Background: an optimization exercise with open tools, aiming at small area and a short achievable clock period. Do not read the settings as production practice.
Function was checked by simulation only, so behaviour that the tests miss may differ from the original.
No activity file was given, so power comes from the tool's default toggle rates.

[flow/flow/run.sh]
#!/bin/bash
# The standard layout (standard.sh), with two placement and clock-tree choices:
# the port buffers that placement inserts are sky130_fd_sc_hd__buf_1, and the
# clock tree is built without dummy loads. make's output goes to standard.log;
# each ORFS step keeps its own log under orfs/logs.
set -euo pipefail
export BUFFER_PORTS_ARGS="-buffer_cell sky130_fd_sc_hd__buf_1"
export CTS_ARGS="-sink_clustering_enable -repair_clock_nets -sink_clustering_size 20 -sink_clustering_max_diameter 50 -buf_list sky130_fd_sc_hd__clkbuf_8 -dont_use_dummy_load"
bash standard.sh > standard.log 2>&1
[flow/standard.sh]
#!/bin/bash
# synth_recipe.tcl (not shown) runs the flow's synth.tcl, then flattens the netlist and writes it again
# the make line also repeats each setting of config.mk as NAME=value (left out here)
make -C /OpenROAD-flow-scripts/flow DESIGN_CONFIG=/design/flow/config.mk WORK_HOME=/design/flow/orfs CLKGATE_MAP_FILE= SYNTH_SCRIPT=/design/flow/synth_recipe.tcl "${@:-finish}"
[flow/config.mk]
export PLATFORM = sky130hd
export DESIGN_NAME = wildcard_byte_pattern_search
export DESIGN_NICKNAME = wildcard_byte_pattern_search
export VERILOG_FILES = /design/flow/design.v
export SDC_FILE = /design/flow/constraint.sdc
export NUM_CORES = 4
export LEC_CHECK = 0
export CAP_MARGIN = 20
export CORE_MARGIN = 2
export CORE_UTILIZATION = 55
export CTS_BUF_LIST = sky130_fd_sc_hd__clkbuf_8
export CTS_CLUSTER_DIAMETER = 50
export CTS_CLUSTER_SIZE = 20
export PLACE_DENSITY = 0.7
export SETUP_SLACK_MARGIN = 3.0
export SLEW_MARGIN = 20
[flow/constraint.sdc]
create_clock -name core_clock -period 7.2 [get_ports {clock}]
set_input_delay 1.4400 -clock core_clock [delete_from_list [all_inputs] [get_ports {clock}]]
set_output_delay 1.4400 -clock core_clock [all_outputs]
set_load 0.01 [all_outputs]
[flow/design.v]
`default_nettype none
module wbps_regs (
   input  wire logic          clock,
   input  wire logic          reset,
   input  wire logic          psel,
   input  wire logic          penable,
   input  wire logic          pwrite,
   input  wire logic [5:0]    paddr,
   input  wire logic [63:0]   pwdata,
   output logic      [63:0]   prdata,
   output logic               pready,
   output logic [127:0]       pattern,
   output logic [15:0]        wildcard_mask,
   output logic [4:0]         pattern_length,
   output logic [63:0]        region_base,
   output logic [5:0]         region_base_hi_ones
);
   localparam int OFFSET_BITS = 32;    
   logic [63:0] pattern_low_ff, pattern_high_ff, region_base_ff;
   logic [15:0] wildcard_mask_ff;
   logic [4:0]  pattern_length_ff;
   logic [63:0] pattern_low_n_ff, pattern_high_n_ff, region_base_n_ff;
   logic [15:0] wildcard_mask_n_ff;
   logic [4:0]  pattern_length_n_ff;
   logic [63:0] wdata_n;
   logic [2:0]  index;
   logic        write_strobe;
   logic [63:0] wdata;
   logic [5:0]  base_hi_ones_ff, base_hi_ones_in;
   assign index = paddr[5:3];
   assign write_strobe = psel && penable && pwrite;
   assign wdata = reset ? 64'd0 : pwdata;
   assign wdata_n = ~wdata;
   assign pattern_low_ff = ~pattern_low_n_ff;
   assign pattern_high_ff = ~pattern_high_n_ff;
   assign region_base_ff = ~region_base_n_ff;
   assign wildcard_mask_ff = ~wildcard_mask_n_ff;
   assign pattern_length_ff = ~pattern_length_n_ff;
   assign pready = 1'b1;
   assign pattern = {pattern_high_ff, pattern_low_ff};
   assign wildcard_mask = wildcard_mask_ff;
   assign pattern_length = pattern_length_ff;
   assign region_base = region_base_ff;
   assign region_base_hi_ones = base_hi_ones_ff;
   always_comb begin
      base_hi_ones_in = 6'(64 - OFFSET_BITS);
      for (int k = 63 - OFFSET_BITS; k >= 0; k--) begin
         if (!wdata[OFFSET_BITS + k]) base_hi_ones_in = 6'(k);
      end
   end
   always_ff @(posedge clock) begin
      if (reset || (write_strobe && index == 3'd0)) pattern_low_n_ff <= wdata_n;
      if (reset || (write_strobe && index == 3'd1)) pattern_high_n_ff <= wdata_n;
      if (reset || (write_strobe && index == 3'd2)) wildcard_mask_n_ff <= wdata_n[15:0];
      if (reset || (write_strobe && index == 3'd3)) pattern_length_n_ff <= wdata_n[4:0];
      if (reset || (write_strobe && index == 3'd4)) begin
         region_base_n_ff <= wdata_n;
         base_hi_ones_ff <= base_hi_ones_in;
      end
   end
   wbps_rdata u_rdata (
      .index          (index),
      .pattern_low    (pattern_low_ff),
      .pattern_high   (pattern_high_ff),
      .wildcard_mask  (wildcard_mask_ff),
      .pattern_length (pattern_length_ff),
      .region_base    (region_base_ff),
      .prdata         (prdata)
   );
endmodule
`default_nettype wire
`default_nettype none
module wbps_rdata (
   input  wire logic [2:0]    index,
   input  wire logic [63:0]   pattern_low,
   input  wire logic [63:0]   pattern_high,
   input  wire logic [15:0]   wildcard_mask,
   input  wire logic [4:0]    pattern_length,
   input  wire logic [63:0]   region_base,
   output logic      [63:0]   prdata
);
   logic [63:0] pair0, pair1, low4, high4;
   assign pair0 = index[0] ? pattern_high : pattern_low;
   assign pair1 = index[0] ? {59'd0, pattern_length} : {48'd0, wildcard_mask};
   assign low4 = index[1] ? pair1 : pair0;
   assign high4 = (index[1] || index[0]) ? 64'd0 : region_base;
   assign prdata = index[2] ? high4 : low4;
endmodule
`default_nettype wire
`default_nettype none
module wbps_match (
   input  wire logic [7:0]   data,
   input  wire logic [127:0] pattern,
   input  wire logic [15:0]  wildcard_mask,
   output logic [15:0]       match
);
   always_comb begin
      for (int i = 0; i < 16; i++) begin
         match[i] = wildcard_mask[i] || (data == pattern[8 * i +: 8]);
      end
   end
endmodule
`default_nettype wire
`default_nettype none
module wbps_core (
   input  wire logic          clock,
   input  wire logic          reset,
   input  wire logic [127:0]  pattern,
   input  wire logic [15:0]   wildcard_mask,
   input  wire logic [4:0]    pattern_length,
   input  wire logic [63:0]   region_base,
   input  wire logic [5:0]    region_base_hi_ones,
   input  wire logic          req_valid,
   output logic               req_ready,
   input  wire logic [7:0]    req_data_byte,
   input  wire logic          req_last_byte,
   output logic               rsp_valid,
   input  wire logic          rsp_ready,
   output logic               rsp_found,
   output logic [63:0]        rsp_match_address
);
   localparam int OFFSET_BITS = 32;    
   localparam int W = OFFSET_BITS;
   logic        in_valid_ff;
   logic [7:0]  in_byte_ff;
   logic        in_last_ff;
   logic        first_ff;       
   logic        done_ff;        
   logic [4:0]  count_ff;       
   logic [14:0] prefix_ff;
   logic [W:0]  addr_ff;        
   logic        out_valid_ff;
   logic        out_found_ff;
   logic        advance, step;
   logic [4:0]  length;
   logic [16:0] length_sel;
   logic [15:0] match;
   logic [15:0] prefix;
   logic        done;
   logic        hit;
   logic [4:0]  count_next;
   logic        full;
   logic [W-1:0] stop_offset;
   logic [W-1:0] stop_carry_in;
   logic [W-1:0] stop_carry_out;
   logic        stop;
   logic        inc;
   logic [W:0]  addr_cur;
   logic [W:0]  addr_ones;
   logic [63-W:0] base_ones;
   assign advance = !out_valid_ff || rsp_ready;
   assign step = in_valid_ff && advance;
   assign req_ready = !in_valid_ff || advance;
   assign length = (pattern_length > 5'd16) ? 5'd16 : pattern_length;
   always_comb begin
      for (int l = 0; l <= 16; l++) begin
         length_sel[l] = (length == 5'(l));
      end
   end
   wbps_match u_match (
      .data          (in_byte_ff),
      .pattern       (pattern),
      .wildcard_mask (wildcard_mask),
      .match         (match)
   );
   always_comb begin
      prefix[0] = match[0];
      for (int i = 1; i < 16; i++) begin
         prefix[i] = match[i] && prefix_ff[i - 1] && !first_ff;
      end
   end
   assign done = done_ff && !first_ff;
   assign hit = |(length_sel[16:1] & prefix) && !done;
   assign count_next = first_ff ? 5'd1 : (count_ff[4] ? count_ff : count_ff + 5'd1);
   assign full = (count_next >= length);
   assign stop_offset = {{(W-5){1'b1}}, ~length};
   assign stop_carry_in = region_base[W-1:0] ^ stop_offset ^ addr_ff[W-1:0];
   assign stop_carry_out = (region_base[W-1:0] & stop_offset)
      | ((region_base[W-1:0] | stop_offset) & ~addr_ff[W-1:0]);
   assign stop = !first_ff && (stop_carry_in == {stop_carry_out[W-2:0], 1'b0});
   assign inc = full && !hit && !stop;
   assign addr_cur = first_ff ? {1'b0, region_base[W-1:0]} : addr_ff;
   always_comb begin
      addr_ones[0] = 1'b1;
      for (int k = 1; k <= W; k++) begin
         addr_ones[k] = addr_ones[k - 1] && addr_cur[k - 1];
      end
      for (int k = 0; k < 64 - W; k++) begin
         base_ones[k] = (region_base_hi_ones >= 6'(k));
      end
   end
   always_ff @(posedge clock) begin
      if (reset) begin
         in_valid_ff <= 1'b0;
         first_ff <= 1'b1;
         out_valid_ff <= 1'b0;
      end else begin
         if (req_ready) in_valid_ff <= req_valid;
         if (step) first_ff <= in_last_ff;
         if (advance) out_valid_ff <= step && (hit || (in_last_ff && !done));
      end
   end
   always_ff @(posedge clock) begin
      if (req_ready) begin
         in_byte_ff <= req_data_byte;
         in_last_ff <= req_last_byte;
      end
      if (step) begin
         done_ff <= done || hit;
         count_ff <= count_next;
         prefix_ff <= prefix[14:0];
         addr_ff <= addr_cur ^ (addr_ones & {(W+1){inc}});
         out_found_ff <= hit;
      end
   end
   assign rsp_valid = out_valid_ff;
   assign rsp_found = out_found_ff;
   assign rsp_match_address = out_found_ff
      ? {region_base[63:W] ^ (base_ones & {(64-W){addr_ff[W]}}), addr_ff[W-1:0]} : 64'd0;
endmodule
`default_nettype wire
`default_nettype none
module wildcard_byte_pattern_search (
   input  wire logic          clock,
   input  wire logic          reset,
   input  wire logic          req_valid,
   output logic               req_ready,
   input  wire logic [7:0]    req_data_byte,
   input  wire logic          req_last_byte,
   output logic               rsp_valid,
   input  wire logic          rsp_ready,
   output logic               rsp_found,
   output logic [63:0]        rsp_match_address,
   input  wire logic          psel,
   input  wire logic          penable,
   input  wire logic          pwrite,
   input  wire logic [5:0]    paddr,
   input  wire logic [63:0]   pwdata,
   output logic      [63:0]   prdata,
   output logic               pready
);
   logic [127:0] pattern;
   logic [15:0]  wildcard_mask;
   logic [4:0]   pattern_length;
   logic [63:0]  region_base;
   logic [5:0]   region_base_hi_ones;
   wbps_regs u_regs (
      .clock          (clock),
      .reset          (reset),
      .psel           (psel),
      .penable        (penable),
      .pwrite         (pwrite),
      .paddr          (paddr),
      .pwdata         (pwdata),
      .prdata         (prdata),
      .pready         (pready),
      .pattern        (pattern),
      .wildcard_mask  (wildcard_mask),
      .pattern_length (pattern_length),
      .region_base    (region_base),
      .region_base_hi_ones (region_base_hi_ones)
   );
   wbps_core u_core (
      .clock             (clock),
      .reset             (reset),
      .pattern           (pattern),
      .wildcard_mask     (wildcard_mask),
      .pattern_length    (pattern_length),
      .region_base       (region_base),
      .region_base_hi_ones (region_base_hi_ones),
      .req_valid         (req_valid),
      .req_ready         (req_ready),
      .req_data_byte     (req_data_byte),
      .req_last_byte     (req_last_byte),
      .rsp_valid         (rsp_valid),
      .rsp_ready         (rsp_ready),
      .rsp_found         (rsp_found),
      .rsp_match_address (rsp_match_address)
   );
endmodule
`default_nettype wire
==> results.toml, run 1 <==
[global_route]
grt_max_degree = 65
grt_pass1_vias = 11700
gr-max-usage-layer = "met2"
globalRoute.totalOverflow = 0
grtUsageMet3 = 0.0388
antenna_found_initial = 1
grt_pass1_wl_mm = 67.3
grt.met2_usage = 0.469
met1_usage = 0.387
grt.total_usage = 0.286

[floorplanning]
core_um2 = 29400
num_rows = 63
die-area_um2 = 31100
die_height_um = 176
die_w_um = 176
boundaryPins = 218
start_util = 0.555

[clocking]
cts_sinks = 286
clk_pin_slew_ps = 90
cts_tree = "built"
clock_latency_ps = 610
cts-root-buf = "clkbuf_8"
htree_levels = 1
clockBufferDepth = 3
cts_buffers = 30

[critical_path]
path_buf_inv = 3
crit_required_ps = 5760
crit_chain = "clkbuf_16 > nand2b_2 > buf_12 > nor2_1 > a21oi_1 > nor2_1 > buf_1"
crit_fanout = 48
crit_path_frequent_cell = "nor2_1"
critPathMaxStageDelay_ps = 240
crit_arrival_ps = 2720
startpoint_type = "primary input"
critPathSlowestCell = "clkbuf_16"
ff2ff_setup_slack_ps = 3290
crit_family = "buffers and inverters"
path_class = "primary input to primary output"
endpoint_kind = "primary output"

[sta]
final_hold_viol_count = 0
worst_pin_slew_ps = 973
setup_ws_ps = 3040
finalSetupViolCount = 0
fin_setup_tns_ps = 0
fmax_ghz = 0.240
rsz0062_at_grt = "false"
period_needed_ps = 4160
finalClockSkew_ps = 44.0
slew-limit-headroom = 0.351
layout_worst_path_cycle_share = 0.578
slew_viol_final = 0

[placed_design]
post_dp_cell_area_um2 = 17400
io_buffers = 213
hpwl_mm = 31.7
detailedPlace.worstSlack_ps = 2250
gp_congestion = 0.965

[run]
cap_viol_max_count = 0

[yosys]
ys_seq_elements = 286
synth-main-ff-cell = "edfxtp_1"
synth_nets = 1597
yosysSeqAreaShare = 0.524
ys_warn_count = 3
synth.distinct_cells = 69
syn_inst = 1473
async_flop_share = 0
synth_area_um2 = 16300
synth_edf_count = 283
postSynthAreaPerCell_um2 = 11.1

[power]
peakVddDrop_mv = 0.144
p_leak_uw = 0.00669
powerDensity_nw_per_um2 = 205

[layout]
multi_input_area_um2 = 7220
fillers = 2472
final_nets = 1797
drive_above_1_share = 0.0742
regArea_um2 = 8560
area_delta_synth_final_pct = 11.1
final_cell_mix = "edfxtp_1 (283), buf_1 (208), xor2_1 (174)"
layout_commonest_cell = "edfxtp_1"
final_area_um2 = 18100

[detailed_routing]
drt-initial-drc-count = 1320
drc = 0
drt-wirelength-per-cell_um = 22.0
viasPerCell = 5.95
routed_wl_mm = 45.3
vias = 12300
drt_first_pass_iters = 5
ant_nets = 0

[min_path]
hp-class = "register to register"

[run_status]
status = "complete, no violations"
[cell type report]
cell class	count	share of cell area
antenna	2	0.000276
tap	390	0.0269
timing repair buffer	252	0.0717
multi-input combinational	1065	0.398
inverter	38	0.00814
clock buffer	30	0.0228
sequential	286	0.472
[flip-flops by register name (all words and copies together) (netlist names)]
name / cells
u_core.first_ff: 1
u_core.addr_ff: 33
u_regs.pattern_high_n_ff: 64
u_core.count_ff: 5
u_regs.pattern_length_n_ff: 5
u_regs.wildcard_mask_n_ff: 16
u_core.in_last_ff: 1
u_core.out_found_ff: 1
u_core.in_byte_ff: 8
u_core.prefix_ff: 15
u_core.in_valid_ff: 1
u_core.done_ff: 1
u_regs.pattern_low_n_ff: 64
u_core.out_valid_ff: 1
u_regs.base_hi_ones_ff: 6
u_regs.region_base_n_ff: 64
[power by group]
group | leakage, µW | switching [µW] | internal [µW]
combinational | 0.00366 | 441 | 277
clock | 0.000216 | 526 | 367
sequential | 0.00281 | 116 | 1980
[logic make-up after synthesis]
kind of cell | synth area share
AOI/OAI and AO/OA | 0.0832
xor gates and xnor gates | 0.121
adders and majority gates | 0.0314
buffers and inverters | 0.0351
DFF | 0.524
muxes | 0.0515
other | 0.000230
and+or+nand+nor | 0.153
[routing by layer]
layer	wire, µm	share of wire
met3	3720	0.082
met2	21400	0.47
met5	0	0
met1	18400	0.41
met4	1820	0.040
[through the flow]
stage | instances | hold slack [ps] | total power [µW] | util
5_1_grt | 2061 | 507 | 3850 | 0.617
2_1_floorplan | 1473 | 468 | 2580 | -
3_3_place_gp | 2012 | 491 | 2800 | 0.590
4_1_cts | 2048 | 466 | 3700 | 0.611
6_report | 2063 | 484 | 3710 | 0.617
3_5_place_dp | 2012 | 487 | 2820 | 0.590
[synthesized netlist by cell type, drive strengths merged, types with 6 or more instances]
cell	number	area [µm²]
a21boi	12	90.1
a21oi	74	374
a31oi	12	75.1
and2	68	425
and3	17	106
buf	31	231
clkbuf	53	199
edfxtp	283	8500
ha	33	413
inv	38	143
mux2	14	158
mux2i	57	571
nand2	127	477
nand2b	16	100
nand3	21	118
nand4	45	282
nor2	146	551
nor2b	8	50.1
nor3	15	75.1
nor4	18	146
o21a	6	45.0
o21ai	70	354
o22ai	16	100
xnor2	52	455
xor2	174	1520
[worst register-to-register path, cell delays in order, from the launching register on]
cell      delay (ps)
dfxtp_2          330
buf_6            360
inv_2            330
and2_1           270
ha_1             260
nand2b_1          90
a21o_1           120
a21o_1           110
a21o_1           110
a21oi_1           90
a31oi_1          210
o211ai_2         420
or4b_1           680
xor2_1           180
o21ai_2           70
[what timing repair did]
action / in CTS / in global routing
hold buffers: 0 / 0
pin swaps: 0 / 2
setup buffers: 5 / 11
cloned: 1 / 2
setup endpoints to repair: 92 / 56
endpoints found under the hold margin: 0 / 0
resized for setup: 22 / 9
[path summary, 6_finish.rpt]
| path | startpoint | endpoint | cells past startpoint |
|---|---|---|---|
| worst max-delay path | paddr[3] | prdata[45] | 7 |
| worst min-delay path | u_core.in_last_ff$_DFFE_PP_ | u_core.first_ff$_SDFFE_PP1P_ | 2 |
| worst max register to register | u_core.first_ff$_SDFFE_PP1P_ | u_core.addr_ff[32]$_DFFE_PP_ | 14 |
| worst min register to register | u_core.in_last_ff$_DFFE_PP_ | u_core.first_ff$_SDFFE_PP1P_ | 2 |
==> run 2, diff against run 1 <==
--- a/flow/config.mk
+++ b/flow/config.mk
@@ -8,9 +8,10 @@
 export CAP_MARGIN = 20
 export CORE_MARGIN = 2
-export CORE_UTILIZATION = 55
+export CORE_UTILIZATION = 40
 export CTS_BUF_LIST = sky130_fd_sc_hd__clkbuf_8
 export CTS_CLUSTER_DIAMETER = 50
 export CTS_CLUSTER_SIZE = 20
-export PLACE_DENSITY = 0.7
+export PLACE_DENSITY = 0.6
 export SETUP_SLACK_MARGIN = 3.0
 export SLEW_MARGIN = 20
+export TNS_END_PERCENT = 30
==> results.toml, run 2 <==
[global_route]
grt_pass1_vias = 12000
grt_max_degree = 71
globalRoute.totalOverflow = 0
grt.total_usage = 0.227
grt_pass1_wl_mm = 71.9
antenna_found_initial = 3

[sta]
rsz0062_at_grt = "true"
layout_worst_path_cycle_share = 0.581
fin_setup_tns_ps = 0
slew_viol_final = 0
finalSetupViolCount = 0
final_hold_viol_count = 0
fmax_ghz = 0.239
worst_pin_slew_ps = 1050
finalClockSkew_ps = 98.7
period_needed_ps = 4190
slew-limit-headroom = 0.303

[clocking]
cts-root-buf = "clkbuf_8"
cts_sinks = 286
cts_buffers = 30
cts_tree = "built"
htree_levels = 1
clock_latency_ps = 630
clk_pin_slew_ps = 60
clockBufferDepth = 3

[layout]
area_delta_synth_final_pct = 12.3
top_regs = "u_regs.pattern_high_n_ff: 64 flops, u_regs.pattern_low_n_ff: 64 flops, u_regs.region_base_n_ff: 64 flops"
final_nets = 1801
drive_above_1_share = 0.0770
final_area_um2 = 18300
final_cell_mix = "edfxtp_1 (283), buf_1 (209), xor2_1 (173)"
layout_commonest_cell = "edfxtp_1"

[yosys]
netlist_top_cells_count = "edfxtp_1 (283), xor2_1 (174), nor2_1 (145), nand2_1 (127), a21oi_1 (73)"
synth_top_family_by_area = "simple AND/OR/NAND/NOR gates"
synth_area_um2 = 16300
yosysSeqAreaShare = 0.524
synth_nets = 1597
synthTopCellsByArea = "edfxtp_1 (52%), xor2_1 (9.3%), mux2i_1 (3.5%), nor2_1 (3.3%), nand2_1 (2.9%)"
synth_edf_count = 283
synth-simple-area-share = 0.153
synth_xor_area_frac = 0.121
syn_inst = 1473
synth_compound_area_frac = 0.0832
synth.top_cell.area_share = 0.521
synth_most_common_cell = "edfxtp_1"
ys_seq_elements = 286
synthAdderAreaFrac = 0.0314
synth_largest_area_cell = "edfxtp_1"
ys_warn_count = 3
async_flop_share = 0
muxShareOfSynthArea = 0.0515
synth-main-ff-cell = "edfxtp_1"
synth.distinct_cells = 69
postSynthAreaPerCell_um2 = 11.1

[placed_design]
post_dp_cell_area_um2 = 17500
io_buffers = 213
hpwl_mm = 34.5
gp_congestion = 0.935

[detailed_routing]
drt-wirelength-per-cell_um = 22.1
wl_met3_mm = 3.14
ant_nets = 0
viasPerCell = 5.41
dr_wl_met2_mm = 23.4
drt_first_pass_iters = 5
wl_met1_mm = 20.1
vias = 11900
routed_wl_mm = 48.7
drc = 0
highest_layer = "met5"
drt-initial-drc-count = 961

[min_path]
hold_path_depth = 2
hold_path_end = "u_core.out_valid_ff$_SDFFE_PP0N_"
min_from = "u_core.out_valid_ff$_SDFFE_PP0N_"
hp-class = "register to register"

[power]
powerDensity_nw_per_um2 = 203
pwr-share-comb = 0.195
p_leak_uw = 0.00671
switching_share = 0.294
intPower_uw = 2630
peakVddDrop_mv = 0.118
clkPwrFrac = 0.241
p_switching_uw = 1100
p_seq_frac = 0.564

[critical_path]
crit_required_ps = 5760
crit_chain = "buf_12 > buf_16 > mux2_2 > o22ai_1 > nand2_1 > o21ai_1 > buf_1"
ff2ff_setup_slack_ps = 3330
reg2reg_to = "u_core.addr_ff[21]$_DFFE_PP_"
critPathSlowestCell = "mux2_2"
r2r_cells = 11
critPathMaxStageDelay_ps = 340
timing.rr.start = "u_core.in_byte_ff[3]$_DFFE_PP_"
crit_fanout = 19
path_class = "primary input to primary output"
startpoint_type = "primary input"
crit_arrival_ps = 2750
endpoint_kind = "primary output"
cp-startpoint = "paddr[4]"

[floorplanning]
num_rows = 73
die_height_um = 206
start_util = 0.408
boundaryPins = 218
die-area_um2 = 42400
die_w_um = 206
core_um2 = 40000

[run_status]
status = "complete, no violations"

[run]
cap_viol_max_count = 0
-- run 2: cell counts after synthesis --
No cell type changed its count.
-- run 2: worst max path at each step --
stage	to	slack [ps]	depth (start not counted)
2_1_floorplan	u_regs.base_hi_ones_ff[0]$_SDFFCE_PN0P_	2500	4
3_3_place_gp	prdata[13]	2170	7
3_5_place_dp	prdata[13]	2170	7
4_1_cts	rsp_match_address[63]	2960	6
5_1_grt	prdata[10]	2960	7
6_report	prdata[13]	3010	7
-- run 2: power groups by stage --
stage                     Combinational [µW]  Sequential, µW  Clock (µW)
after floorplan                          490            2090           0
after global placement                   687            2140           0
after detailed placement                 693            2140           0
after CTS                                720            2100         921
after global routing                     795            2120         977
final                                    725            2100         900
-- run 2: layer usage --
metal / vias to the layer above / track usage
met2: 421 / 0.383
met5: - / 0
met4: 2 / 0.0895
li1: 5644 / -
met1: 5733 / 0.293
met3: 102 / 0.0347
-- run 2: cell families (layout without fill, tap and decap cells) --
group | after synthesis | count (layout)
xor gates and xnor gates | 226 | 226
muxes | 76 | 76
buffers and inverters | 122 | 324
AOI/OAI and AO/OA | 225 | 225
DFF | 286 | 286
and+or+nand+nor | 499 | 499
other | 1 | 2
adders and majority gates | 38 | 38
-- run 2: per-stage QoR --
stage | hold WS, ps | utilization | worst slack, ps | instances | power [µW]
CTS | 519 | 0.455 | 2960 | 2188 | 3740
global placement | 497 | 0.438 | 2170 | 2148 | 2820
detailed placement | 507 | 0.438 | 2170 | 2148 | 2830
finish | 528 | 0.458 | 3010 | 2201 | 3730
global route | 533 | 0.458 | 2960 | 2200 | 3890
floorplan | 468 | - | 2500 | 1473 | 2580
-- run 2: what timing repair did --
item / in CTS / in global routing
pin swaps: 0 / 1
gates cloned: 3 / 0
gates resized for setup: 32 / 9
setup buffers: 7 / 12
hold buffers: 0 / 0
endpoints found under the setup margin: 72 / 71
-- run 2: critical path, delay by kind of cell --
kind            cells  cell delay [ps]
buf+inv             3              550
mux                 1              340
simple gates        1               70
compound gates      2              330
-- run 2: area by class of cell --
type                    count  area [µm²]
well taps                 525         657
repair buffers            256        1290
clock buffers              30         413
flip-flops and latches    286        8560
diodes                      1        2.50
inverters                  38         150
multi-input cells        1065        7250
fillers                  3863       21700
==> run 3, diff against run 2 <==
--- a/flow/config.mk
+++ b/flow/config.mk
@@ -15,3 +15,2 @@
 export SETUP_SLACK_MARGIN = 3.0
 export SLEW_MARGIN = 20
-export TNS_END_PERCENT = 30
==> results.toml, run 3 <==
[floorplanning]
die-area_um2 = 42400
core_um2 = 40000
boundaryPins = 218
num_rows = 73
die_w_um = 206
die_height_um = 206
start_util = 0.408

[placed_design]
gp_congestion = 0.935
hpwl_mm = 34.5
post_dp_cell_area_um2 = 17500
place_inst = 2148
io_buffers = 213

[critical_path]
critPathMaxStageDelay_ps = 250
crit_required_ps = 5760
critPathSlowestCell = "nand2b_4"
endpoint_kind = "primary output"
path_class = "primary input to primary output"
cp.depth = 7
crit_arrival_ps = 2670
crit_fanout = 31
r2r_cells = 11
crit_family = "buffers and inverters"
path_buf_inv = 3
crit_chain = "buf_8 > nand2b_4 > buf_8 > nor2_1 > a21oi_1 > nor2_1 > buf_1"
ff2ff_setup_slack_ps = 3310
startpoint_type = "primary input"

[power]
p_leak_uw = 0.00672
power_uw = 3730
peakVddDrop_mv = 0.118
powerDensity_nw_per_um2 = 203

[yosys]
ys_seq_elements = 286
synthTopCellsByArea = "edfxtp_1 (52%), xor2_1 (9.3%), mux2i_1 (3.5%), nor2_1 (3.3%), nand2_1 (2.9%)"
synth_area_um2 = 16300
synth_xor_area_frac = 0.121
synth-main-ff-cell = "edfxtp_1"
synth_most_common_cell = "edfxtp_1"
synth_nets = 1597
ys_warn_count = 3
synthAdderAreaFrac = 0.0314
postSynthAreaPerCell_um2 = 11.1
synth.distinct_cells = 69
syn_inst = 1473
yosysSeqAreaShare = 0.524
synth_compound_area_frac = 0.0832
synth.top_cell.area_share = 0.521
async_flop_share = 0
synth_edf_count = 283
synth_largest_area_cell = "edfxtp_1"
netlist_top_cells_count = "edfxtp_1 (283), xor2_1 (174), nor2_1 (145), nand2_1 (127), a21oi_1 (73)"
synth-simple-area-share = 0.153
synth_top_family_by_area = "simple AND/OR/NAND/NOR gates"
muxShareOfSynthArea = 0.0515

[global_route]
gr-max-usage-layer = "met2"
grt_pass1_wl_mm = 72.0
grt_max_degree = 71
grtUsageMet3 = 0.0339
met1_usage = 0.293
globalRoute.totalOverflow = 0
grt_pass1_vias = 12000
grt.total_usage = 0.227
antenna_found_initial = 3
grt.met2_usage = 0.384

[sta]
fin_setup_tns_ps = 0
worst_pin_slew_ps = 1050
fmax_ghz = 0.243
rsz0062_at_grt = "false"
final_hold_viol_count = 0
layout_worst_path_cycle_share = 0.571
finalClockSkew_ps = 88.9
period_needed_ps = 4110
finalSetupViolCount = 0
slew-limit-headroom = 0.302
slew_viol_final = 0

[clocking]
cts.hold.buffers_added = 0
clk_pin_slew_ps = 60
cts_buffers = 30
cts_sinks = 286
cts-root-buf = "clkbuf_8"
clockBufferDepth = 3
cts_tree = "built"
clock_latency_ps = 620
htree_levels = 1

[min_path]
hp-class = "register to register"
hold_path_depth = 2

[detailed_routing]
vias = 12000
ant_nets = 0
drt_first_pass_iters = 5
drt-wirelength-per-cell_um = 22.3
drt-initial-drc-count = 888
routed_wl_mm = 49.0
viasPerCell = 5.44
drc = 0

[layout]
final_cell_mix = "edfxtp_1 (283), buf_1 (207), xor2_1 (173)"
area_delta_synth_final_pct = 12.4
top_regs = "u_regs.pattern_high_n_ff: 64 flops, u_regs.pattern_low_n_ff: 64 flops, u_regs.region_base_n_ff: 64 flops"
final_nets = 1799
final_area_um2 = 18300
post-route-util = 0.459
drive_above_1_share = 0.0789
final_cell_count_no_fill = 2199
layout_commonest_cell = "edfxtp_1"

[run_status]
status = "complete, no violations"

[run]
cap_viol_max_count = 0
## run 3: what timing repair did
item,CTS,global route
pin swaps,0,1
buffers inserted,10,6
resized for setup,32,16
setup endpoints to repair,72,68
gates cloned,3,1
## run 3: layout make-up
type	instances	area, µm²
well taps	525	657
inverters	38	150
diodes	1	2.50
multi-input cells	1065	7260
repair buffers	254	1300
clock buffers	30	413
flip-flops and latches	286	8560
fillers	3856	21700
## run 3: kinds of logic (layout without fill, tap and decap cells)
group,count (synthesis),in the layout
compound gates,225,225
xor+xnor,226,226
fa+ha+maj,38,38
flops,286,286
simple gates,499,499
buf+inv,122,322
other cells,1,2
mux,76,76
## run 3: worst paths after layout
path	from	to
max reg2reg	u_core.in_byte_ff[3]$_DFFE_PP_	u_core.addr_ff[10]$_DFFE_PP_
min	u_core.out_valid_ff$_SDFFE_PP0N_	u_core.out_valid_ff$_SDFFE_PP0N_
max	paddr[3]	prdata[57]
min reg2reg	u_core.out_valid_ff$_SDFFE_PP0N_	u_core.out_valid_ff$_SDFFE_PP0N_
## run 3: power breakdown
group | switching [µW] | internal, µW | leakage, µW
sequential | 117 | 1990 | 0.00281
clock | 534 | 367 | 0.000216
combinational | 450 | 279 | 0.00370
## run 3: per-layer routing
metal  up-vias  wire length, µm
met1      5760            20200
li1       5639                -
met4         2             2050
met2       450            23500
met5         -               12
met3       104             3200
## run 3: tightest hold or removal path, delay by kind of cell (launching register included)
family | cells | cell delay, ps
compound gates | 1 | 70
simple gates | 1 | 100
flops | 1 | 320
## run 3: through the flow
step           setup slack, ps  hold WS, ps
4_1_cts                   2960          519
3_5_place_dp              2170          507
2_1_floorplan             2500          468
3_3_place_gp              2170          497
6_report                  3090          528
5_1_grt                   3000          533
==> run 4, diff against run 3 <==
--- a/flow/config.mk
+++ b/flow/config.mk
@@ -13,4 +13,5 @@
 export CTS_CLUSTER_SIZE = 20
 export PLACE_DENSITY = 0.6
-export SETUP_SLACK_MARGIN = 3.0
+export SETUP_SLACK_MARGIN = 3.4
 export SLEW_MARGIN = 20
+export TNS_END_PERCENT = 10
==> results.toml, run 4 <==
[sta]
rsz0062_at_grt = "true"
layout_worst_path_cycle_share = 0.555
finalClockSkew_ps = 102
fmax_ghz = 0.250
holdWs_ps = 528
slew_viol_final = 0
finalSetupViolCount = 0
worst_pin_slew_ps = 1060
fin_setup_tns_ps = 0
slew-limit-headroom = 0.295
final_hold_viol_count = 0
period_needed_ps = 3990

[yosys]
synth_area_um2 = 16300
synth.distinct_cells = 69
yosysSeqAreaShare = 0.524
synth_nets = 1597
synth_largest_area_cell = "edfxtp_1"
syn_inst = 1473
synthTopCellsByArea = "edfxtp_1 (52%), xor2_1 (9.3%), mux2i_1 (3.5%), nor2_1 (3.3%), nand2_1 (2.9%)"
synth.top_cell.area_share = 0.521
netlist_top_cells_count = "edfxtp_1 (283), xor2_1 (174), nor2_1 (145), nand2_1 (127), a21oi_1 (73)"
postSynthAreaPerCell_um2 = 11.1
ys_seq_elements = 286
synth_most_common_cell = "edfxtp_1"
synth_edf_count = 283
async_flop_share = 0
ys_warn_count = 3
synth-main-ff-cell = "edfxtp_1"

[global_route]
grt_pass1_wl_mm = 74.1
grt_max_degree = 71
antenna_found_initial = 3
grt_pass1_vias = 12200
globalRoute.totalOverflow = 0
grt.total_usage = 0.235

[layout]
area_delta_synth_final_pct = 18.4
layout_commonest_cell = "edfxtp_1"
final_area_um2 = 19300
multi_input_area_um2 = 7610
regArea_um2 = 8560
final_nets = 1834
fillers = 3759
final_cell_count_no_fill = 2234
final_cell_mix = "edfxtp_1 (283), xor2_1 (173), buf_1 (165)"
top_regs = "u_regs.pattern_high_n_ff: 64 flops, u_regs.pattern_low_n_ff: 64 flops, u_regs.region_base_n_ff: 64 flops"
drive_above_1_share = 0.159

[critical_path]
path_class = "primary input to primary output"
timing.rr.start = "u_core.in_byte_ff[3]$_DFFE_PP_"
critPathSlowestCell = "nand2b_4"
critPathMaxStageDelay_ps = 190
cp-startpoint = "paddr[3]"
ff2ff_setup_slack_ps = 3360
endpoint_kind = "primary output"
startpoint_type = "primary input"
crit_arrival_ps = 2550
crit_path_frequent_cell = "nor2_2"
crit_required_ps = 5760
critPathCapture = "prdata[16]"
crit_chain = "clkbuf_16 > nand2b_4 > buf_6 > buf_8 > nor2_2 > a21oi_1 > nor2_2 > buf_2"
crit_fanout = 6
reg2reg_to = "u_core.addr_ff[32]$_DFFE_PP_"
r2r_cells = 12

[floorplanning]
die_height_um = 206
die_w_um = 206
core_um2 = 40000
die-area_um2 = 42400
num_rows = 73
start_util = 0.408
boundaryPins = 218

[detailed_routing]
routed_wl_mm = 50.9
viasPerCell = 5.47
vias = 12200
drc = 0
drt-initial-drc-count = 983
drt-wirelength-per-cell_um = 22.8
ant_nets = 0
drt_first_pass_iters = 5

[run_status]
status = "complete, no violations"

[clocking]
clk_pin_slew_ps = 60
cts-root-buf = "clkbuf_8"
cts_buffers = 30
cts_tree = "built"
htree_levels = 1
clock_latency_ps = 630
clockBufferDepth = 3
cts_sinks = 286
cts.hold.buffers_added = 0

[run]
cap_viol_max_count = 0

[placed_design]
place_inst = 2148
io_buffers = 213
gp_congestion = 0.935
hpwl_mm = 34.5
post_dp_cell_area_um2 = 17500

[min_path]
hp-class = "register to register"

[power]
peakVddDrop_mv = 0.119
powerDensity_nw_per_um2 = 198
p_leak_uw = 0.00720
==> run 4: cell counts after synthesis <==
No cell type changed its count.
==> run 4: layout make-up <==
cell class / count / area share
diodes: 1 / 0.000130
clock buffers: 30 / 0.0214
inverters: 38 / 0.00803
multi-input cells: 1065 / 0.394
flip-flops and latches: 286 / 0.443
well taps: 525 / 0.0340
repair buffers: 289 / 0.0995
==> run 4: kinds of logic after synthesis <==
logic type,after synthesis,share of synthesized area
AO/OA/AOI/OAI,225,0.0832
flip-flops,286,0.524
buffers and inverters,122,0.0351
XOR/XNOR,226,0.121
multiplexers,76,0.0515
other,1,0.000230
adder cells (fa/ha/maj),38,0.0314
AND/OR/NAND/NOR,499,0.153
==> run 4: through the flow <==
step	total power [µW]	utilization	setup slack, ps
floorplan	2580	-	2500
CTS	3810	0.474	3220
finish	3820	0.483	3210
global route	3980	0.483	3150
global placement	2820	0.438	2170
detailed placement	2830	0.438	2170
==> run 4: worst min path at each step <==
stage / startpoint / end / slack, ps / cells past startpoint
5_1_grt: u_core.out_valid_ff$_SDFFE_PP0N_ / u_core.out_valid_ff$_SDFFE_PP0N_ / 530 / 2
4_1_cts: u_core.out_valid_ff$_SDFFE_PP0N_ / u_core.out_valid_ff$_SDFFE_PP0N_ / 520 / 2
2_1_floorplan: u_core.in_last_ff$_DFFE_PP_ / u_core.first_ff$_SDFFE_PP1P_ / 470 / 2
3_3_place_gp: u_core.out_valid_ff$_SDFFE_PP0N_ / u_core.out_valid_ff$_SDFFE_PP0N_ / 500 / 2
6_report: u_core.out_valid_ff$_SDFFE_PP0N_ / u_core.out_valid_ff$_SDFFE_PP0N_ / 530 / 2
3_5_place_dp: u_core.out_valid_ff$_SDFFE_PP0N_ / u_core.out_valid_ff$_SDFFE_PP0N_ / 510 / 2
==> run 4: power by group <==
part           total, µW  internal (µW)  switching [µW]
sequential          2110           1990             123
clock                901            367             534
combinational        811            334             477
==> run 4: worst max-delay path, delay by kind of cell <==
family          cells  cell delay, ps
compound gates      1              70
buf+inv             4             590
simple gates        3             450
==> run 4: metal layers <==
metal	wire length, µm	global-route usage	vias up
li1	-	-	5730
met1	20500	0.301	5909
met2	24800	0.401	465
met3	3380	0.0342	110
met4	2190	0.0949	4
met5	33	0	-
==> run 4: repair_timing <==
action	CTS	global route
gates cloned	14	1
gates resized for setup	162	48
setup endpoints to repair	199	128
setup buffers	22	18
pin swaps	21	14
==> run 5, diff against run 4 <==
--- a/flow/config.mk
+++ b/flow/config.mk
@@ -13,5 +13,5 @@
 export CTS_CLUSTER_SIZE = 20
 export PLACE_DENSITY = 0.6
-export SETUP_SLACK_MARGIN = 3.4
+export SETUP_SLACK_MARGIN = 3.3
 export SLEW_MARGIN = 20
 export TNS_END_PERCENT = 10
==> results.toml, run 5 <==
[sta]
finalClockSkew_ps = 99.4
rsz0062_at_grt = "true"
final_hold_viol_count = 0
finalSetupViolCount = 0
slew_viol_final = 0
period_needed_ps = 4010
fmax_ghz = 0.249
worst_pin_slew_ps = 1040
slew-limit-headroom = 0.303
fin_setup_tns_ps = 0
layout_worst_path_cycle_share = 0.558

[critical_path]
critPathMaxStageDelay_ps = 190
crit_family = "buffers and inverters"
startpoint_type = "primary input"
critPathSlowestCell = "nand2b_4"
cp-startpoint = "paddr[3]"
endpoint_kind = "primary output"
path_class = "primary input to primary output"
path_buf_inv = 4
r2r_cells = 12
crit_chain = "clkbuf_16 > nand2b_4 > buf_6 > buf_6 > nor2_1 > a21oi_1 > nor2_2 > buf_2"
crit_path_frequent_cell = "buf_6"
critPathCapture = "prdata[16]"
cp.depth = 8
crit_required_ps = 5760
reg2reg_to = "u_core.addr_ff[32]$_DFFE_PP_"
crit_fanout = 11
timing.rr.start = "u_core.in_byte_ff[3]$_DFFE_PP_"
crit_arrival_ps = 2570
ff2ff_setup_slack_ps = 3380

[clocking]
clockBufferDepth = 3
cts_buffers = 30
cts_sinks = 286
htree_levels = 1
cts.hold.buffers_added = 0
cts-root-buf = "clkbuf_8"
clock_latency_ps = 630
clk_pin_slew_ps = 60
cts_tree = "built"

[global_route]
grt_max_degree = 71
grt_pass1_vias = 12200
antenna_found_initial = 3
grt.total_usage = 0.235
globalRoute.totalOverflow = 0
grt_pass1_wl_mm = 74.0

[layout]
final_nets = 1824
layout_commonest_cell = "edfxtp_1"
area_delta_synth_final_pct = 16.1
top_regs = "u_regs.pattern_high_n_ff: 64 flops, u_regs.pattern_low_n_ff: 64 flops, u_regs.region_base_n_ff: 64 flops"
fillers = 3807
multi_input_area_um2 = 7360
regArea_um2 = 8560
final_area_um2 = 18900
drive_above_1_share = 0.129
final_cell_mix = "edfxtp_1 (283), xor2_1 (173), buf_1 (168)"

[detailed_routing]
drt-wirelength-per-cell_um = 22.7
highest_layer = "met5"
routed_wl_mm = 50.5
wl_met3_mm = 3.06
vias = 12100
wl_met1_mm = 20.7
ant_nets = 0
drt_first_pass_iters = 5
viasPerCell = 5.46
drc = 0
drt-initial-drc-count = 1041
dr_wl_met2_mm = 24.6

[floorplanning]
core_um2 = 40000
die_height_um = 206
start_util = 0.408
die_w_um = 206
die-area_um2 = 42400
boundaryPins = 218
num_rows = 73

[yosys]
netlist_top_cells_count = "edfxtp_1 (283), xor2_1 (174), nor2_1 (145), nand2_1 (127), a21oi_1 (73)"
synth_largest_area_cell = "edfxtp_1"
async_flop_share = 0
syn_inst = 1473
synth.top_cell.area_share = 0.521
synth_nets = 1597
synthTopCellsByArea = "edfxtp_1 (52%), xor2_1 (9.3%), mux2i_1 (3.5%), nor2_1 (3.3%), nand2_1 (2.9%)"
postSynthAreaPerCell_um2 = 11.1
ys_warn_count = 3
yosysSeqAreaShare = 0.524
ys_seq_elements = 286
synth_area_um2 = 16300
synth.distinct_cells = 69
synth_most_common_cell = "edfxtp_1"
synth-main-ff-cell = "edfxtp_1"
synth_edf_count = 283

[placed_design]
gp_congestion = 0.935
post_dp_cell_area_um2 = 17500
hpwl_mm = 34.5
io_buffers = 213

[run_status]
status = "complete, no violations"

[power]
p_leak_uw = 0.00712
clkPwrFrac = 0.238
powerDensity_nw_per_um2 = 200
switching_share = 0.295
pwr-share-comb = 0.207
power_uw = 3790
intPower_uw = 2670
p_seq_frac = 0.555
p_switching_uw = 1120
peakVddDrop_mv = 0.118

[min_path]
min_from = "u_core.out_valid_ff$_SDFFE_PP0N_"
hp-class = "register to register"

[run]
cap_viol_max_count = 0
## run 5: worst min-delay path by stage
stage / end / slack [ps] / cells after the start
6_report: u_core.out_valid_ff$_SDFFE_PP0N_ / 530 / 2
4_1_cts: u_core.out_valid_ff$_SDFFE_PP0N_ / 520 / 2
2_1_floorplan: u_core.first_ff$_SDFFE_PP1P_ / 470 / 2
3_3_place_gp: u_core.out_valid_ff$_SDFFE_PP0N_ / 500 / 2
5_1_grt: u_core.out_valid_ff$_SDFFE_PP0N_ / 530 / 2
3_5_place_dp: u_core.out_valid_ff$_SDFFE_PP0N_ / 510 / 2
## run 5: worst reg2reg max path, stage by stage, from the launching register on
cell      delay, ps
edfxtp_1        520
buf_4           360
xnor2_1         170
nor4_1           80
a21boi_0        370
o41a_1          200
o21ai_0          80
a222oi_1        620
o211ai_4        210
buf_4           220
or4b_1          520
xor2_1          180
o21ai_2          60
## run 5: stage by stage
| step | utilization | setup WS, ps | hold slack (ps) | std cells |
|---|---|---|---|---|
| after floorplan | - | 2500 | 468 | 1473 |
| after global placement | 0.438 | 2170 | 497 | 2148 |
| after detailed placement | 0.438 | 2170 | 507 | 2148 |
| after CTS | 0.471 | 3220 | 519 | 2213 |
| after global routing | 0.474 | 3130 | 533 | 2223 |
| final | 0.474 | 3190 | 529 | 2224 |
## run 5: layout make-up
class,instances,share of cell area
antenna,1,0.000132
clock buffer,30,0.0218
multi-input combinational,1065,0.389
inverter,38,0.00819
timing repair buffer,279,0.0948
sequential,286,0.452
tap,525,0.0347
## run 5: cell families (layout without fill, tap and decap cells)
family / after synthesis / after routing / synth area share
AO/OA/AOI/OAI: 225 / 225 / 0.0832
XOR/XNOR: 226 / 226 / 0.121
adder cells (fa/ha/maj): 38 / 38 / 0.0314
buffers and inverters: 122 / 347 / 0.0351
flip-flops: 286 / 286 / 0.524
multiplexers: 76 / 76 / 0.0515
other: 1 / 2 / 0.000230
AND/OR/NAND/NOR: 499 / 499 / 0.153
## run 5: repair_timing
action                     in CTS  in global routing
setup buffers                  22                 10
pin swaps                      14                  1
resized for setup             135                  4
cloned                         13                  0
setup endpoints to repair     191                112
## run 5: power groups by stage
| stage | Clock, µW | Combinational, µW | Sequential, µW |
|---|---|---|---|
| CTS | 921 | 770 | 2100 |
| floorplan | 0 | 490 | 2090 |
| global route | 978 | 851 | 2120 |
| global placement | 0 | 687 | 2140 |
| detailed placement | 0 | 693 | 2140 |
| finish | 901 | 782 | 2100 |
## run 5: layer usage
| metal | up-vias | global-route usage |
|---|---|---|
| met3 | 106 | 0.0315 |
| met1 | 5865 | 0.300 |
| li1 | 5702 | - |
| met5 | - | 0 |
| met2 | 459 | 0.404 |
| met4 | 4 | 0.0908 |
==> run 6, diff against run 5 <==
--- a/flow/config.mk
+++ b/flow/config.mk
@@ -13,5 +13,4 @@
 export CTS_CLUSTER_SIZE = 20
 export PLACE_DENSITY = 0.6
-export SETUP_SLACK_MARGIN = 3.3
+export SETUP_SLACK_MARGIN = 3.2
 export SLEW_MARGIN = 20
-export TNS_END_PERCENT = 10
==> results.toml, run 6 <==
[sta]
holdWs_ps = 556
worst_pin_slew_ps = 1100
fin_setup_tns_ps = 0
period_needed_ps = 4040
fmax_ghz = 0.247
slew-limit-headroom = 0.269
finalSetupViolCount = 0
final_hold_viol_count = 0
layout_worst_path_cycle_share = 0.561
finalClockSkew_ps = 105
slew_viol_final = 0
rsz0062_at_grt = "true"

[yosys]
synth_top_family_by_area = "simple AND/OR/NAND/NOR gates"
netlist_top_cells_count = "edfxtp_1 (283), xor2_1 (174), nor2_1 (145), nand2_1 (127), a21oi_1 (73)"
synthTopCellsByArea = "edfxtp_1 (52%), xor2_1 (9.3%), mux2i_1 (3.5%), nor2_1 (3.3%), nand2_1 (2.9%)"
ys_seq_elements = 286
synth_area_um2 = 16300
syn_inst = 1473
postSynthAreaPerCell_um2 = 11.1
synthAdderAreaFrac = 0.0314
async_flop_share = 0
synth-simple-area-share = 0.153
synth.top_cell.area_share = 0.521
muxShareOfSynthArea = 0.0515
synth_edf_count = 283
ys_warn_count = 3
synth_compound_area_frac = 0.0832
synth_nets = 1597
synth_xor_area_frac = 0.121
synth_most_common_cell = "edfxtp_1"
synth_largest_area_cell = "edfxtp_1"
synth.distinct_cells = 69
yosysSeqAreaShare = 0.524
synth-main-ff-cell = "edfxtp_1"

[global_route]
grt_max_degree = 71
globalRoute.totalOverflow = 0
grt.total_usage = 0.234
antenna_found_initial = 0
grt_pass1_vias = 11900
grt_pass1_wl_mm = 73.5

[critical_path]
crit_family = "buffers and inverters"
crit_chain = "clkbuf_16 > buf_12 > buf_16 > mux2i_1 > a21oi_1 > nor2_1 > buf_2"
critPathSlowestCell = "mux2i_1"
r2r_cells = 11
crit_arrival_ps = 2600
critPathMaxStageDelay_ps = 320
endpoint_kind = "primary output"
path_class = "primary input to primary output"
ff2ff_setup_slack_ps = 3360
startpoint_type = "primary input"
timing.rr.start = "u_core.in_byte_ff[2]$_DFFE_PP_"
crit_required_ps = 5760
crit_fanout = 12
path_buf_inv = 4
reg2reg_to = "u_core.addr_ff[32]$_DFFE_PP_"

[floorplanning]
die_height_um = 206
start_util = 0.408
core_um2 = 40000
num_rows = 73
boundaryPins = 218
die_w_um = 206
die-area_um2 = 42400

[run]
cap_viol_max_count = 0

[detailed_routing]
vias = 12200
drt_first_pass_iters = 7
routed_wl_mm = 50.6
drc = 0
drt-initial-drc-count = 977
viasPerCell = 5.49
ant_nets = 0
drt-wirelength-per-cell_um = 22.9

[layout]
final_nets = 1816
layout_commonest_cell = "edfxtp_1"
final_cell_mix = "edfxtp_1 (283), xor2_1 (174), buf_1 (163)"
final_area_um2 = 18900
area_delta_synth_final_pct = 16.1
antenna_cells = 0
top_regs = "u_regs.pattern_high_n_ff: 64 flops, u_regs.pattern_low_n_ff: 64 flops, u_regs.region_base_n_ff: 64 flops"
drive_above_1_share = 0.141

[clocking]
cts_sinks = 286
clockBufferDepth = 3
cts_tree = "built"
clk_pin_slew_ps = 70
cts_buffers = 34
htree_levels = 2
clock_latency_ps = 580
cts-root-buf = "clkbuf_8"

[power]
peakVddDrop_mv = 0.108
p_leak_uw = 0.00710
powerDensity_nw_per_um2 = 203

[placed_design]
io_buffers = 213
post_dp_cell_area_um2 = 17500
gp_congestion = 0.939
hpwl_mm = 34.5

[min_path]
hp-class = "register to register"
hold_path_depth = 2
hold_path_end = "u_core.out_valid_ff$_SDFFE_PP0N_"
min_from = "u_core.out_valid_ff$_SDFFE_PP0N_"

[run_status]
status = "complete, no violations"
[run 6: cell counts after synthesis]
No cell type changed its count.
[run 6: logic make-up (layout without fill, tap and decap cells)]
kind of cell             after synthesis  count (layout)
AO/OA/AOI/OAI                        225             225
XOR/XNOR                             226             226
adder cells (fa/ha/maj)               38              38
buffers and inverters                122             339
flip-flops                           286             286
multiplexers                          76              76
other                                  1               1
AND/OR/NAND/NOR                      499             499
[run 6: metal layers]
| layer | wire (µm) | GRT usage | up-vias |
|---|---|---|---|
| met5 | 0 | 0 | - |
| met4 | 1860 | 0.0827 | 0 |
| met3 | 2690 | 0.0240 | 96 |
| met2 | 24700 | 0.402 | 455 |
| met1 | 21400 | 0.308 | 5929 |
| li1 | - | - | 5678 |
[run 6: final cells by class]
cell class | count | area, µm²
Tap cell | 525 | 657
Inverter | 38 | 150
Timing Repair Buffer | 267 | 1650
Clock buffer | 34 | 468
Sequential cell | 286 | 8560
Multi-Input combinational cell | 1065 | 7460
Fill cell | 3805 | 21100
[run 6: tightest hold or removal path, cell delays in order (launching register included)]
cell and delay, ps:
dfxtp_1 320, nand2b_1 100, a21oi_1 80
[run 6: worst max-delay path by stage]
stage,slack (ps),from,endpoint,depth (start not counted)
2_1_floorplan,2510,paddr[3],u_regs.base_hi_ones_ff[0]$_SDFFCE_PN0P_,4
3_3_place_gp,2080,paddr[4],prdata[13],7
3_5_place_dp,2040,paddr[4],prdata[13],7
4_1_cts,3180,paddr[3],prdata[50],8
5_1_grt,3140,paddr[3],prdata[47],8
6_report,3160,paddr[3],prdata[43],7
[run 6: what timing repair did]
| item | 4_1_cts | 5_1_grt |
|---|---|---|
| endpoints found under the setup margin | 96 | 80 |
| setup buffers | 17 | 6 |
| resized for setup | 74 | 90 |
| hold buffers | 0 | 0 |
| pin swaps | 4 | 12 |
| gates cloned | 8 | 2 |
[run 6: power breakdown]
part | internal, µW | switching (µW)
sequential | 1990 | 122
clock | 421 | 543
combinational | 309 | 465
[run 6: through the flow]
stage | total power (µW) | setup WS (ps) | instances | utilization
2_1_floorplan | 2580 | 2510 | 1473 | -
3_3_place_gp | 2820 | 2080 | 2148 | 0.438
3_5_place_dp | 2830 | 2040 | 2148 | 0.438
4_1_cts | 3840 | 3180 | 2207 | 0.465
5_1_grt | 4000 | 3140 | 2215 | 0.473
6_report | 3850 | 3160 | 2215 | 0.473
==> run 7, diff against run 6 <==
--- a/flow/config.mk
+++ b/flow/config.mk
@@ -15,2 +15,3 @@
 export SETUP_SLACK_MARGIN = 3.2
 export SLEW_MARGIN = 20
+export TNS_END_PERCENT = 5
==> results.toml, run 7 <==
[sta]
finalSetupViolCount = 0
fin_setup_tns_ps = 0
final_hold_viol_count = 0
slew_viol_final = 0
finalClockSkew_ps = 93.8
fmax_ghz = 0.248
worst_pin_slew_ps = 1040
layout_worst_path_cycle_share = 0.559
rsz0062_at_grt = "true"
slew-limit-headroom = 0.304
period_needed_ps = 4030

[global_route]
grt_pass1_vias = 12000
globalRoute.totalOverflow = 0
grt_max_degree = 71
grt_pass1_wl_mm = 72.1
grt.total_usage = 0.227
antenna_found_initial = 3

[power]
intPower_uw = 2650
p_seq_frac = 0.559
p_switching_uw = 1110
p_leak_uw = 0.00689
pwr-share-comb = 0.201
peakVddDrop_mv = 0.119
switching_share = 0.296
clkPwrFrac = 0.240
powerDensity_nw_per_um2 = 202
power_uw = 3760

[detailed_routing]
drt-wirelength-per-cell_um = 22.6
drt-initial-drc-count = 1005
routed_wl_mm = 50.1
viasPerCell = 5.44
drc = 0
vias = 12100
drt_first_pass_iters = 6
ant_nets = 0

[run]
cap_viol_max_count = 0

[clocking]
htree_levels = 1
cts_sinks = 286
cts-root-buf = "clkbuf_8"
clockBufferDepth = 3
clk_pin_slew_ps = 60
cts_buffers = 30
cts_tree = "built"
clock_latency_ps = 630

[placed_design]
hpwl_mm = 34.5
io_buffers = 213
gp_congestion = 0.935

[layout]
top_regs = "u_regs.pattern_high_n_ff: 64 flops, u_regs.pattern_low_n_ff: 64 flops, u_regs.region_base_n_ff: 64 flops"
fillers = 3827
layout_commonest_cell = "edfxtp_1"
drive_above_1_share = 0.0982
area_delta_synth_final_pct = 14.4
final_nets = 1816
final_cell_mix = "edfxtp_1 (283), buf_1 (202), xor2_1 (173)"

[yosys]
synth-main-ff-cell = "edfxtp_1"
synth_most_common_cell = "edfxtp_1"
synth_edf_count = 283
yosysSeqAreaShare = 0.524
synthTopCellsByArea = "edfxtp_1 (52%), xor2_1 (9.3%), mux2i_1 (3.5%), nor2_1 (3.3%), nand2_1 (2.9%)"
async_flop_share = 0
postSynthAreaPerCell_um2 = 11.1
netlist_top_cells_count = "edfxtp_1 (283), xor2_1 (174), nor2_1 (145), nand2_1 (127), a21oi_1 (73)"
synth_largest_area_cell = "edfxtp_1"
synth.top_cell.area_share = 0.521
syn_inst = 1473
synth_area_um2 = 16300
synth_nets = 1597
synth.distinct_cells = 69
ys_warn_count = 3
ys_seq_elements = 286

[floorplanning]
boundaryPins = 218
die-area_um2 = 42400
start_util = 0.408
die_w_um = 206
die_height_um = 206
num_rows = 73
core_um2 = 40000

[critical_path]
path_class = "primary input to primary output"
crit_fanout = 14
cp-startpoint = "paddr[3]"
timing.rr.start = "u_core.in_byte_ff[3]$_DFFE_PP_"
endpoint_kind = "primary output"
startpoint_type = "primary input"
crit_required_ps = 5760
crit_arrival_ps = 2590

[run_status]
status = "complete, no violations"

[min_path]
min_from = "u_core.out_valid_ff$_SDFFE_PP0N_"
hp-class = "register to register"
-- run 7: kinds of logic after synthesis --
kind of cell               synth area share
AOI/OAI and AO/OA                    0.0832
xor gates and xnor gates              0.121
adders and majority gates            0.0314
buffers and inverters                0.0351
DFF                                   0.524
muxes                                0.0515
other                              0.000230
and+or+nand+nor                       0.153
-- run 7: worst paths after layout --
| kind | endpoint | slack [ps] | cells past startpoint |
|---|---|---|---|
| setup / recovery | prdata[16] | 3170 | 7 |
| hold reg to reg | u_core.out_valid_ff$_SDFFE_PP0N_ | 530 | 2 |
| setup reg to reg | u_core.addr_ff[32]$_DFFE_PP_ | 3450 | 12 |
| hold / removal | u_core.out_valid_ff$_SDFFE_PP0N_ | 530 | 2 |
-- run 7: power by group through the flow --
stage,combinational (µW),clock [µW],sequential [µW]
finish,757,904,2100
global route,827,977,2120
CTS,730,921,2100
detailed placement,693,0,2140
global placement,687,0,2140
floorplan,490,0,2090
-- run 7: layout make-up --
class | count | area [µm²] | area share
timing repair buffer | 270 | 1540 | 0.0827
multi-input combinational | 1065 | 7330 | 0.393
antenna | 1 | 2.50 | 0.000134
tap | 525 | 657 | 0.0352
inverter | 38 | 155 | 0.00831
clock buffer | 30 | 413 | 0.0221
sequential | 286 | 8560 | 0.459
timing repair inverter | 1 | 8.76 | 0.000469
-- run 7: critical path: stages --
cell and delay, ps:
clkbuf_16 170, nand2b_4 240, buf_8 180, nor2_1 80, a21oi_1 50, nor2_1 220
buf_1 180
-- run 7: routing by layer --
metal	global-route usage	part of all wire
met1	0.293	0.41
met2	0.384	0.48
met3	0.0339	0.064
met4	0.0916	0.041
met5	0	0.00024
-- run 7: metrics by stage --
stage	hold WS [ps]	instances	area, µm²	worst slack [ps]	utilization
3_3_place_gp	497	2148	17500	2170	0.438
3_5_place_dp	507	2148	17500	2170	0.438
2_1_floorplan	468	1473	16400	2500	-
4_1_cts	519	2193	18300	3090	0.458
6_report	528	2216	18700	3170	0.467
5_1_grt	533	2215	18700	3100	0.467
-- run 7: repair_timing --
item | in CTS | in global routing
gates resized for setup | 49 | 29
hold buffers | 0 | 0
endpoints found under the setup margin | 95 | 100
buffers inserted | 12 | 16
pin swaps | 1 | 3
gates cloned | 3 | 6
==> run 8, diff against run 7 <==
--- a/flow/config.mk
+++ b/flow/config.mk
@@ -15,3 +15,3 @@
 export SETUP_SLACK_MARGIN = 3.2
 export SLEW_MARGIN = 20
-export TNS_END_PERCENT = 5
+export TNS_END_PERCENT = 20
==> results.toml, run 8 <==
[run_status]
status = "complete, no violations"

[clocking]
clk_pin_slew_ps = 60
cts_buffers = 30
cts_tree = "built"
clockBufferDepth = 3
cts-root-buf = "clkbuf_8"
clock_latency_ps = 630
cts.hold.buffers_added = 0
htree_levels = 1
cts_sinks = 286

[layout]
multi_input_area_um2 = 7320
fillers = 3816
antenna_cells = 0
regArea_um2 = 8560
final_cell_mix = "edfxtp_1 (283), buf_1 (195), xor2_1 (173)"
final_cell_count_no_fill = 2222
drive_above_1_share = 0.104
post-route-util = 0.469
area_delta_synth_final_pct = 15.0
layout_commonest_cell = "edfxtp_1"
final_nets = 1823
top_regs = "u_regs.pattern_high_n_ff: 64 flops, u_regs.pattern_low_n_ff: 64 flops, u_regs.region_base_n_ff: 64 flops"

[floorplanning]
die_w_um = 206
core_um2 = 40000
start_util = 0.408
die_height_um = 206
num_rows = 73
boundaryPins = 218
die-area_um2 = 42400

[power]
p_seq_frac = 0.558
peakVddDrop_mv = 0.117
switching_share = 0.295
pwr-share-comb = 0.203
clkPwrFrac = 0.239
intPower_uw = 2660
p_switching_uw = 1110
p_leak_uw = 0.00698
powerDensity_nw_per_um2 = 201

[sta]
fmax_ghz = 0.250
slew-limit-headroom = 0.295
finalClockSkew_ps = 98.9
layout_worst_path_cycle_share = 0.555
finalSetupViolCount = 0
worst_pin_slew_ps = 1060
rsz0062_at_grt = "true"
fin_setup_tns_ps = 0
slew_viol_final = 0
setup_ws_ps = 3200
period_needed_ps = 4000
final_hold_viol_count = 0

[yosys]
ys_warn_count = 3
synth.distinct_cells = 69
synth.top_cell.area_share = 0.521
netlist_top_cells_count = "edfxtp_1 (283), xor2_1 (174), nor2_1 (145), nand2_1 (127), a21oi_1 (73)"
synth-main-ff-cell = "edfxtp_1"
yosysSeqAreaShare = 0.524
synth_edf_count = 283
ys_seq_elements = 286
syn_inst = 1473
synth_largest_area_cell = "edfxtp_1"
synthTopCellsByArea = "edfxtp_1 (52%), xor2_1 (9.3%), mux2i_1 (3.5%), nor2_1 (3.3%), nand2_1 (2.9%)"
async_flop_share = 0
synth_nets = 1597
synth_most_common_cell = "edfxtp_1"
postSynthAreaPerCell_um2 = 11.1
synth_area_um2 = 16300

[global_route]
grt_pass1_wl_mm = 72.4
antenna_found_initial = 3
grt_pass1_vias = 12000
grt.total_usage = 0.229
grt_max_degree = 71
globalRoute.totalOverflow = 0

[critical_path]
crit_family = "buffers and inverters"
crit_chain = "clkbuf_16 > nand2b_4 > clkbuf_16 > nor2_1 > a21oi_1 > nor2_1 > buf_1"
cp-startpoint = "paddr[3]"
startpoint_type = "primary input"
critPathMaxStageDelay_ps = 250
crit_required_ps = 5760
critPathSlowestCell = "nand2b_4"
crit_arrival_ps = 2560
path_class = "primary input to primary output"
crit_fanout = 15
path_buf_inv = 3
endpoint_kind = "primary output"
timing.rr.start = "u_core.in_byte_ff[3]$_DFFE_PP_"

[detailed_routing]
viasPerCell = 5.46
routed_wl_mm = 50.1
vias = 12100
drt_first_pass_iters = 5
drc = 0
ant_nets = 0
drt-initial-drc-count = 1036
drt-wirelength-per-cell_um = 22.5

[placed_design]
place_inst = 2148
hpwl_mm = 34.5
io_buffers = 213
detailedPlace.worstSlack_ps = 2170
gp_congestion = 0.935

[run]
cap_viol_max_count = 0

[min_path]
min_from = "u_core.out_valid_ff$_SDFFE_PP0N_"
hp-class = "register to register"
run 8: cell count changes in the layout (fill, tap and decap cells not counted), moves of 2 or more:
cell and change:
a21oi_2 -2, mux2i_2 -2, o21ai_0 -2, mux2i_1 +2
buf_4 +4, buf_1 -7, buf_2 +8, buf_12 +3
a21oi_1 +2
run 8: cell families (layout without fill, tap and decap cells):
kind of cell,after synthesis,after routing,share of synthesized area
AO/OA/AOI/OAI,225,225,0.0832
flip-flops,286,286,0.524
other,1,1,0.000230
multiplexers,76,76,0.0515
adder cells (fa/ha/maj),38,38,0.0314
AND/OR/NAND/NOR,499,499,0.153
XOR/XNOR,226,226,0.121
buffers and inverters,122,346,0.0351
run 8: path summary, 6_finish.rpt:
kind / to / slack (ps) / cells past startpoint
min: u_core.out_valid_ff$_SDFFE_PP0N_ / 530 / 2
min reg2reg: u_core.out_valid_ff$_SDFFE_PP0N_ / 530 / 2
max: prdata[45] / 3200 / 7
max reg2reg: u_core.addr_ff[32]$_DFFE_PP_ / 3420 / 12
run 8: cell type report:
| cell class | count | share of cell area |
|---|---|---|
| flip-flops and latches | 286 | 0.456 |
| clock buffers | 30 | 0.0220 |
| well taps | 525 | 0.0350 |
| repair buffers | 278 | 0.0889 |
| multi-input cells | 1065 | 0.390 |
| inverters | 38 | 0.00827 |
run 8: tightest hold or removal path: stages (launching register included):
cell      delay, ps
dfxtp_1         320
nand2b_1        100
a21oi_1          70
run 8: power by group through the flow:
stage                     clock [µW]  sequential (µW)  combinational [µW]
after floorplan                    0             2090                 490
after global placement             0             2140                 687
after detailed placement           0             2140                 693
after CTS                        921             2100                 737
after global routing             977             2120                 835
final                            902             2100                 765
run 8: layer usage:
metal	global-route usage	vias up	wire, µm
li1	-	5685	-
met1	0.294	5883	20600
met2	0.388	451	24200
met3	0.0334	103	3260
met4	0.0923	4	1990
met5	0	-	33
run 8: through the flow:
| step | area (µm²) | hold WS [ps] | total power [µW] |
|---|---|---|---|
| 6_report | 18800 | 528 | 3770 |
| 5_1_grt | 18800 | 533 | 3930 |
| 4_1_cts | 18400 | 519 | 3760 |
| 3_5_place_dp | 17500 | 507 | 2830 |
| 3_3_place_gp | 17500 | 497 | 2820 |
| 2_1_floorplan | 16400 | 468 | 2580 |
run 8: timing repair:
action | in CTS | in global routing
buffers inserted | 12 | 22
endpoints found under the setup margin | 95 | 101
pin swaps | 1 | 2
cloned | 5 | 5
gates resized for setup | 62 | 24

## re-timing with driven ports
The results above use ideal ports. As a check the final layouts listed here were re-extracted and re-timed, cells and wires unchanged.
Step 1: set_driving_cell puts a clkbuf_16 on clock and a buf_2 on each other input, an assumption about the parent block.
Step 2 also shifts input and output timing later by t, the mid clock arrival at the registers, as if the neighbouring blocks saw the same clock.
Slacks: no drivers / after step 1 / after step 2; pairs: no drivers / after step 1.
| run | t (ns) | setup WS [ns] | slew at the worst register clock pin (ns) |
|---|---|---|---|
| run 1 | 0.634 | 3.036 / 2.975 / 2.975 | 0.11 / 0.11 |
| run 2 | 0.637 | 3.015 / 2.951 / 2.951 | 0.11 / 0.11 |
| run 3 | 0.631 | 3.085 / 3.023 / 3.023 | 0.11 / 0.11 |
| run 4 | 0.636 | 3.206 / 3.057 / 3.057 | 0.11 / 0.11 |
| run 5 | 0.634 | 3.185 / 3.056 / 3.056 | 0.11 / 0.11 |
| run 6 | 0.579 | 3.159 / 2.992 / 2.992 | 0.10 / 0.10 |
| run 7 | 0.635 | 3.172 / 3.063 / 3.063 | 0.11 / 0.11 |
| run 8 | 0.629 | 3.202 / 3.081 / 3.081 | 0.11 / 0.11 |
After both steps every run listed still meets setup and hold. The setup slack of run 6, which loses most, moves by -0.167 ns with the drivers and by -0.167 ns with both steps.
